Source: an optimization exercise on an open RTL-to-GDS flow (aim: small area, a short achievable clock period and few clock cycles per item). Production flows keep margins and buffers that such runs may drop.
In this exercise RTL edits were held to simulation tests only and were not proved equivalent to the original.
Power figures rest on the tool's default switching activity, not on a simulated workload.

==> flow/design.v (excerpt) <==
module mmacc_main (
  input  wire logic        clk,
  input  wire logic        s_rst_n,
  input  wire logic        ld_en_i,
  input  wire logic [4:0]  ld_add_i,
  input  wire logic [15:0] ld_data_i,
  input  wire logic        cmd_avail_i,
  input  wire logic [1:0]  cmd_slot_i,
  input  wire logic [2:0]  cmd_rot_i,
  input  wire logic        res_avail_i,
  input  wire logic [15:0] res_i,
  output logic             cmd_enquiry_o,
  output logic             feed_vld_o,
  output logic [15:0]      feed_data_o,
  output logic             feed_sop_o,
  output logic             feed_eop_o,
  output logic             sxt_vld_o,
  output logic [15:0]      sxt_data_o,
  output logic             sxt_last_o,
  output logic [1:0]       sxt_slot_o,
  output logic             done_o,
  output logic [1:0]       done_slot_o,
  output logic [3:0]       error_o
);
  logic [1:0] t_slot [4];
  logic [2:0] t_sidx [4];            
  logic [1:0] wr_ptr;                
  logic [2:0] ifc;                   
  logic       tab_full;
  logic       cmd_take;
  logic       x_done;                
  assign tab_full = ifc[2];
  assign cmd_take = cmd_avail_i & ~tab_full;
  always_ff @(posedge clk) begin
    if (!s_rst_n) begin
      wr_ptr <= '0;
      ifc    <= '0;
    end else begin
      wr_ptr <= wr_ptr + 2'(cmd_take);
      ifc    <= ifc + 3'(cmd_take) - 3'(x_done);
    end
  end
  always_ff @(posedge clk) begin
    if (cmd_take) begin
      t_slot[wr_ptr] <= cmd_slot_i;
      t_sidx[wr_ptr] <= 3'd0 - cmd_rot_i;
    end
  end
  logic [31:0][15:0] w;              
  logic [3:0][7:0]   sel_q;          
  logic [3:0][15:0]  rd;             
  always_comb begin
    for (int s = 0; s < 4; s++) begin
      rd[s] = '0;
      for (int i = 0; i < 8; i++) begin
        rd[s] = rd[s] | (w[s*8+i] & {16{sel_q[s][i]}});
      end
    end
  end
  function automatic logic [31:0] oh32(input logic [1:0] s, input logic [2:0] i);
    for (int a = 0; a < 32; a++) oh32[a] = ({s, i} == 5'(a));
  endfunction
  function automatic logic [3:0] oh4(input logic [1:0] s);
    for (int a = 0; a < 4; a++) oh4[a] = (s == 2'(a));
  endfunction
  function automatic logic [15:0] cneg(input logic [15:0] x, input logic n);
    logic [15:0] p;
    p = x;
    for (int d = 1; d < 16; d = d * 2) begin
      for (int i = 15; i >= d; i--) p[i] = p[i] | p[i-d];
    end
    cneg[0] = x[0];
  ...
Size in the first run: roughly 2200 cells after synthesis, about 730 flip-flops, roughly 94 I/O pins, roughly 30000 um^2 of cells after synthesis.
Settings: LEC_CHECK=0, CAP_MARGIN=20, CORE_MARGIN=2, CORE_UTILIZATION=40, CTS_CLUSTER_DIAMETER=100, CTS_CLUSTER_SIZE=28, SETUP_SLACK_MARGIN=2.5, SLEW_MARGIN=20, TNS_END_PERCENT=50; clock period 5.0 ns.
run.sh (not shown) runs the stock make flow with config.mk's settings and CLKGATE_MAP_FILE= SYNTH_SCRIPT=/design/flow/synth_recipe.tcl, a recipe that flattens the netlist after the stock synthesis.
The first run passed the timing, DRC and antenna checks.
Testbench counts at the start, summed over its fixed seeds: cycles 2,958, items 256.
Rerun with:
Settings changed: CTS_CLUSTER_DIAMETER 100 to not set, CTS_CLUSTER_SIZE 28 to not set, SETUP_SLACK_MARGIN 2.5 to 2.3, TNS_END_PERCENT 50 to not set.
Effect: The new run finished clean. Design area increases slightly. Cell count rises slightly. Power came out higher by about a fifth.
Rerun with:
Settings changed: CTS_CLUSTER_DIAMETER set to 100, CTS_CLUSTER_SIZE set to 28, SETUP_SLACK_MARGIN 2.3 to 2.6.
The changed run passed the timing, DRC and antenna checks. First-iteration DRC count decreases by 1.1%. Routed wire length is about the same. Synthesized area is unchanged.
Rerun with:
Settings changed: CTS_CLUSTER_DIAMETER 100 to 80, CTS_CLUSTER_SIZE 28 to 30, SETUP_SLACK_MARGIN 2.6 to 2.5.
Fmax decreases by 3.5%; worst setup slack got worse by 0.092 ns; design area decreases by 0.84%; clock skew increases by 0.014 ns; total power increases by 3.6%; worst hold slack improved by 0.0031 ns.

==> afterwards: timing with drivers on the ports <==
Ports are ideal in the flow. The routed layouts listed here were re-timed in OpenROAD.
Step 1: set_driving_cell puts a clkbuf_16 on clk and a buf_2 on each other input, an assumption about the parent block.
Step 2 adds t to the input delays and takes it off the output delays; t is the mean of the earliest and latest rising clock arrival at the registers after step 1. Input paths then give back, and output paths get back, about the clock's delay inside the block.
Slacks: no drivers / after step 1 / after step 2; pairs: no drivers / after step 1.
run | shift t [ns] | setup slack, ns | latest minus earliest clock arrival (ns)
the first run | 0.694 | 2.418 / 2.370 / 1.776 | 0.036 / 0.036
the second run | 0.683 | 2.321 / 2.296 / 1.718 | 0.038 / 0.038
the third run | 0.694 | 2.449 / 2.449 / 1.803 | 0.018 / 0.018
the fourth run | 0.665 | 2.357 / 2.389 / 1.725 | 0.032 / 0.031
After both steps setup and hold are still met in every run listed. The setup slack of the third run, which loses most, moves by 0.000 ns with the drivers and by -0.646 ns with both steps.
